Background: an optimization exercise with open tools, aiming at small area and a short achievable clock period. Do not read the settings as production practice. In this exercise RTL edits were held to simulation tests only and were not proved equivalent to the original. The clock input has no modelled driver; a real chip could not lean on it and would need a root buffer or a full tree.

==> flow/design.v (excerpt) <==
module fpm_top (
  input  logic        clk,
  input  logic        rst_n,
  input  logic [2:0]  r_mode,
  input  logic [31:0] fp_x,
  input  logic [31:0] fp_y,
  output logic [31:0] fp_z,
  output logic        ovrf,
  output logic        udrf
);
  logic [7:0] ex_i, ey_i;
  logic zx_i, zy_i, ix_i, iy_i, nx_i, ny_i;
  assign ex_i = fp_x[30:23];
  assign ey_i = fp_y[30:23];
  assign zx_i = ~|ex_i;    
  assign zy_i = ~|ey_i;
  assign ix_i = &ex_i & ~|fp_x[22:0];
  assign iy_i = &ey_i & ~|fp_y[22:0];
  assign nx_i = &ex_i & |fp_x[22:0];
  assign ny_i = &ey_i & |fp_y[22:0];
  logic sg_i;
  assign sg_i = fp_x[31] ^ fp_y[31];
  logic [9:0]  eb_q;    
  logic        nan_q, inf_q, zer_q, sg_q;
  logic        rne_q, rmm_q, rdir_q;   
  logic        v_q;     
  logic [22:0] fx_q, fyn_q;    
  logic [22:0] fy_q;
  assign fy_q = ~fyn_q;
  logic [10:0] bneg_q;
  logic [11:0] bonen_q, btwon_q;    
  ...
For scale: roughly 1800 cells after synthesis, roughly 120 flip-flops, roughly 17000 µm² of cells after synthesis.
export LEC_CHECK = 0
export CAP_MARGIN = 20
export CORE_MARGIN = 2
export CORE_UTILIZATION = 55
export CTS_BUF_LIST = sky130_fd_sc_hd__clkbuf_8
export SLEW_MARGIN = 20
export SYNTH_HIERARCHICAL = 1
create_clock -name core_clock -period 12.5 [get_ports {clk}]
standard.sh (not shown) runs the stock make flow with config.mk's settings and CLKGATE_MAP_FILE= SYNTH_SCRIPT=/design/flow/synth_recipe.tcl, a recipe that flattens the netlist after the stock synthesis.
==> flow/flow/run.sh <==
#!/bin/bash
set -euo pipefail
bash standard.sh synth > synth.log 2>&1
bash standard.sh cts SETUP_SLACK_MARGIN=7.25 "BUFFER_PORTS_ARGS=-buffer_cell sky130_fd_sc_hd__buf_2" > cts.log 2>&1
SKEW_ODB=$PWD/orfs/results/sky130hd/fpm_top/base/4_cts.odb SKEW_GROUPS=3 openroad -no_init -exit flow/skew.tcl > skew.log 2>&1
bash standard.sh finish SETUP_SLACK_MARGIN=7.25 "BUFFER_PORTS_ARGS=-buffer_cell sky130_fd_sc_hd__buf_2" > layout.log 2>&1
==> flow/flow/skew.tcl <==
set odb $::env(SKEW_ODB)
read_db $odb
set block [ord::get_db_block]
set db [ord::get_db]
set lib [$db findMaster sky130_fd_sc_hd__clkbuf_16]
set clk [$block findNet clk]

set pats {eb_q* nan_q* inf_q* zer_q* sg_q* rne_q* rmm_q* rdir_q* v_q* fy_q* fyn_q* fx_q* bneg_q* bone_q* btwo_q* bonen_q* btwon_q* y3_q* xn_q* x1_q* x2_q* x3_q* x4_q*}
set r1 {}
foreach inst [$block getInsts] {
  set m [[$inst getMaster] getName]
  if {![string match *df* $m]} { continue }
  set n [$inst getName]
  foreach p $pats {
    if {[string match $p $n] && ![string match *2_q* $n] && ![string match *_q2* $n]} { lappend r1 $inst; break }
  }
}
puts "SKEW rank-1 registers: [llength $r1]"

# split them into groups by position, a buffer per group
set ngroups $::env(SKEW_GROUPS)
set pts {}
foreach inst $r1 {
  lassign [$inst getLocation] x y
  lappend pts [list $x $y $inst]
}
# k-means on the register positions
set k $ngroups
set cents {}
set sorted [lsort -integer -index 0 $pts]
for {set i 0} {$i < $k} {incr i} {
  set p [lindex $sorted [expr {int(($i + 0.5) * [llength $sorted] / $k)}]]
  lappend cents [list [lindex $p 0] [lindex $p 1]]
}
for {set it 0} {$it < 20} {incr it} {
  set groups {}
  for {set i 0} {$i < $k} {incr i} { lappend groups {} }
  foreach p $pts {
    set best 0; set bd 1e30
    for {set i 0} {$i < $k} {incr i} {
      lassign [lindex $cents $i] cx cy
      set d [expr {abs([lindex $p 0] - $cx) + abs([lindex $p 1] - $cy)}]
      if {$d < $bd} { set bd $d; set best $i }
    }
    lset groups $best [concat [lindex $groups $best] [list $p]]
  }
  set cents {}
  foreach g $groups {
    set sx 0; set sy 0
    foreach p $g { set sx [expr {$sx + [lindex $p 0]}]; set sy [expr {$sy + [lindex $p 1]}] }
    set n [expr {max(1, [llength $g])}]
    lappend cents [list [expr {int($sx / $n)}] [expr {int($sy / $n)}]]
  }
}
set gi 0
foreach grp $groups c $cents {
  if {[llength $grp] == 0} { continue }
  lassign $c cx cy
  set buf [odb::dbInst_create $block $lib "clkbuf_r1_$gi"]
  set net [odb::dbNet_create $block "clknet_r1_$gi"]
  $net setSigType CLOCK
  [$buf findITerm A] connect $clk
  [$buf findITerm X] connect $net
  $buf setLocation $cx $cy
  $buf setPlacementStatus PLACED
  foreach p $grp {
    set inst [lindex $p 2]
    set ck [$inst findITerm CLK]
    $ck disconnect
    $ck connect $net
  }
  puts "SKEW group $gi: [llength $grp] registers, buffer at $cx $cy"
  incr gi
}

# leaf buffers of the old tree that now drive no register, and their dummy loads
set idle {}
foreach inst [$block getInsts] {
  set m [[$inst getMaster] getName]
  if {![string match *clkbuf* $m] || [string match clkbuf_r1_* [$inst getName]]} { continue }
  set out [$inst findITerm X]
  set n [$out getNet]
  if {$n eq "NULL"} { continue }
  set sinks 0
  set dummies {}
  foreach it [$n getITerms] {
    set ii [$it getInst]
    if {$ii eq $inst} { continue }
    if {[string match clkload* [$ii getName]]} { lappend dummies $ii } else { incr sinks }
  }
  if {$sinks == 0 && [llength [$n getBTerms]] == 0} {
    lappend idle [list $inst $n $dummies]
  }
}
foreach e $idle {
  lassign $e inst n dummies
  puts "SKEW removing idle [$inst getName] and [llength $dummies] dummy loads"
  foreach d $dummies { odb::dbInst_destroy $d }
  odb::dbInst_destroy $inst
  odb::dbNet_destroy $n
}

detailed_placement
check_placement
write_db $odb
The baseline finished with timing, DRC and antenna clean.
Edit:
==> flow/flow/run.sh (replaced) <==
#!/bin/bash
set -euo pipefail
bash standard.sh synth > synth.log 2>&1
bash standard.sh cts SETUP_SLACK_MARGIN=7.35 "BUFFER_PORTS_ARGS=-buffer_cell sky130_fd_sc_hd__buf_1" > cts.log 2>&1
SKEW_ODB=$PWD/orfs/results/sky130hd/fpm_top/base/4_cts.odb SKEW_GROUPS=3 openroad -no_init -exit flow/skew.tcl > skew.log 2>&1
bash standard.sh finish SETUP_SLACK_MARGIN=7.35 "BUFFER_PORTS_ARGS=-buffer_cell sky130_fd_sc_hd__buf_1" > layout.log 2>&1
--- a/flow/flow/skew.tcl
+++ b/flow/flow/skew.tcl
@@ -101,4 +101,21 @@
 }
 
+if {[info exists ::env(SKEW_R2CELL)] && $::env(SKEW_R2CELL) ne ""} {
+  set root [$block findInst clkbuf_0_clk]
+  set dm [$db findMaster $::env(SKEW_R2CELL)]
+  set d [odb::dbInst_create $block $dm "clkdly_r2"]
+  set dn [odb::dbNet_create $block "clknet_r2_root"]
+  $dn setSigType CLOCK
+  set ra [$root findITerm A]
+  $ra disconnect
+  $ra connect $dn
+  [$d findITerm A] connect $clk
+  [$d findITerm X] connect $dn
+  lassign [$root getLocation] rx ry
+  $d setLocation $rx $ry
+  $d setPlacementStatus PLACED
+  puts "SKEW rank-2 tree behind $::env(SKEW_R2CELL)"
+}
+
 detailed_placement
 check_placement
CORE_UTILIZATION = 60   (was 55)
Utilization goes up by 6.7 points.
Cell count hardly moves.
Sequential cell count does not change.
Wire length goes up by 1.6%.
Die area goes down by 8.2%.
Final area goes up by 1.1%.
Edit:
==> flow/flow/run.sh (replaced) <==
#!/bin/bash
set -euo pipefail
bash standard.sh synth > synth.log 2>&1
bash standard.sh cts SETUP_SLACK_MARGIN=7.5 "BUFFER_PORTS_ARGS=-buffer_cell sky130_fd_sc_hd__buf_2" > cts.log 2>&1
SKEW_ODB=$PWD/orfs/results/sky130hd/fpm_top/base/4_cts.odb SKEW_GROUPS=3 SKEW_R2CELL=sky130_fd_sc_hd__clkdlybuf4s25_1 openroad -no_init -exit flow/skew.tcl > skew.log 2>&1
bash standard.sh finish SETUP_SLACK_MARGIN=7.5 "BUFFER_PORTS_ARGS=-buffer_cell sky130_fd_sc_hd__buf_2" > layout.log 2>&1
CORE_UTILIZATION = 55   (was 60)
Outcome:
- hold slack gets worse by 0.11 ns
- count of clock-buffer cells in the layout climbs by 1
- core utilization drops by 3.0 points
- final cell count climbs by a few percent
- via count climbs slightly
- setup slack gets worse by 0.19 ns
- critical path depth does not change
Edit:
==> flow/flow/run.sh (replaced) <==
#!/bin/bash
set -euo pipefail
bash standard.sh synth > synth.log 2>&1
bash standard.sh cts SETUP_SLACK_MARGIN=7.5 "BUFFER_PORTS_ARGS=-buffer_cell sky130_fd_sc_hd__buf_2" > cts.log 2>&1
SKEW_ODB=$PWD/orfs/results/sky130hd/fpm_top/base/4_cts.odb SKEW_GROUPS=3 SKEW_R2CELL=sky130_fd_sc_hd__clkbuf_2 openroad -no_init -exit flow/skew.tcl > skew.log 2>&1
bash standard.sh finish SETUP_SLACK_MARGIN=7.5 "BUFFER_PORTS_ARGS=-buffer_cell sky130_fd_sc_hd__buf_2" > layout.log 2>&1
The changed run produced a clean layout; fmax rises by a few percent; cell count goes down slightly; sequential cell count does not change; hold slack improves by 0.013 ns; final area is lower slightly; die area is unchanged; core utilization shrinks by 0.92 points.
Edit:
==> flow/flow/run.sh (replaced) <==
#!/bin/bash
set -euo pipefail
bash standard.sh synth > synth.log 2>&1
bash standard.sh cts SETUP_SLACK_MARGIN=7.35 "BUFFER_PORTS_ARGS=-buffer_cell sky130_fd_sc_hd__buf_2" > cts.log 2>&1
SKEW_ODB=$PWD/orfs/results/sky130hd/fpm_top/base/4_cts.odb SKEW_GROUPS=3 openroad -no_init -exit flow/skew.tcl > skew.log 2>&1
bash standard.sh finish SETUP_SLACK_MARGIN=7.35 "BUFFER_PORTS_ARGS=-buffer_cell sky130_fd_sc_hd__buf_2" > layout.log 2>&1
Effect: The new run completed with no timing, DRC or antenna violations. Design area is lower by 3.1%. Wire length decreases by 8.7%. Final cell count falls by 1.3%. Count of clock-buffer cells in the layout is unchanged.
Edit:
==> flow/flow/run.sh (replaced) <==
#!/bin/bash
set -euo pipefail
bash standard.sh synth > synth.log 2>&1
bash standard.sh cts SETUP_SLACK_MARGIN=7.45 "BUFFER_PORTS_ARGS=-buffer_cell sky130_fd_sc_hd__buf_1" > cts.log 2>&1
SKEW_ODB=$PWD/orfs/results/sky130hd/fpm_top/base/4_cts.odb SKEW_GROUPS=3 openroad -no_init -exit flow/skew.tcl > skew.log 2>&1
bash standard.sh finish SETUP_SLACK_MARGIN=7.45 "BUFFER_PORTS_ARGS=-buffer_cell sky130_fd_sc_hd__buf_1" > layout.log 2>&1
The changed run went through all stages and came out clean.
Design area increases by a few percent.
Worst setup slack is better by 0.066 ns.
Die area stays the same.
Count of clock-buffer cells in the layout is lower by 1.
Routed wire length climbs by a few percent.
Sequential cell count is unchanged.
Via count came out higher by a few percent.
Utilization grows by 1.3 points.
Non-clock buffer count is higher by 39.

[static timing again, ports no longer ideal]
How much do the figures lean on ideal ports? The routed layouts below were timed once more, with nothing changed but the port constraints.
Step 1 (the two cells are an assumption about what drives the block):
set clk [get_ports {clk}]
set_driving_cell -lib_cell sky130_fd_sc_hd__clkbuf_16 $clk
set_driving_cell -lib_cell sky130_fd_sc_hd__buf_2 [delete_from_list [all_inputs] $clk]
Step 2, shift: input delay + t, output delay - t, t = (earliest + latest rising clock arrival at the registers) / 2. This alone moves slack from input paths to output paths.
Slacks: ideal ports / drivers / drivers and shift; pairs: ideal ports / drivers.
run | t, ns | setup WS [ns] | clock arrival spread, ns
the first run | 0.352 | 7.399 / 7.296 / 7.438 | 0.211 / 0.212
the second run | 0.349 | 7.493 / 7.391 / 7.518 | 0.204 / 0.204
the third run | 0.490 | 7.298 / 7.193 / 7.683 | 0.482 / 0.479
the fourth run | 0.399 | 7.518 / 7.415 / 7.689 | 0.305 / 0.305
the fifth run | 0.352 | 7.479 / 7.375 / 7.525 | 0.206 / 0.207
the sixth run | 0.357 | 7.545 / 7.437 / 7.578 | 0.202 / 0.203
Clock arrivals are far apart in the third run and the fourth run, so t is only a midpoint there and step 2 fits no single register.
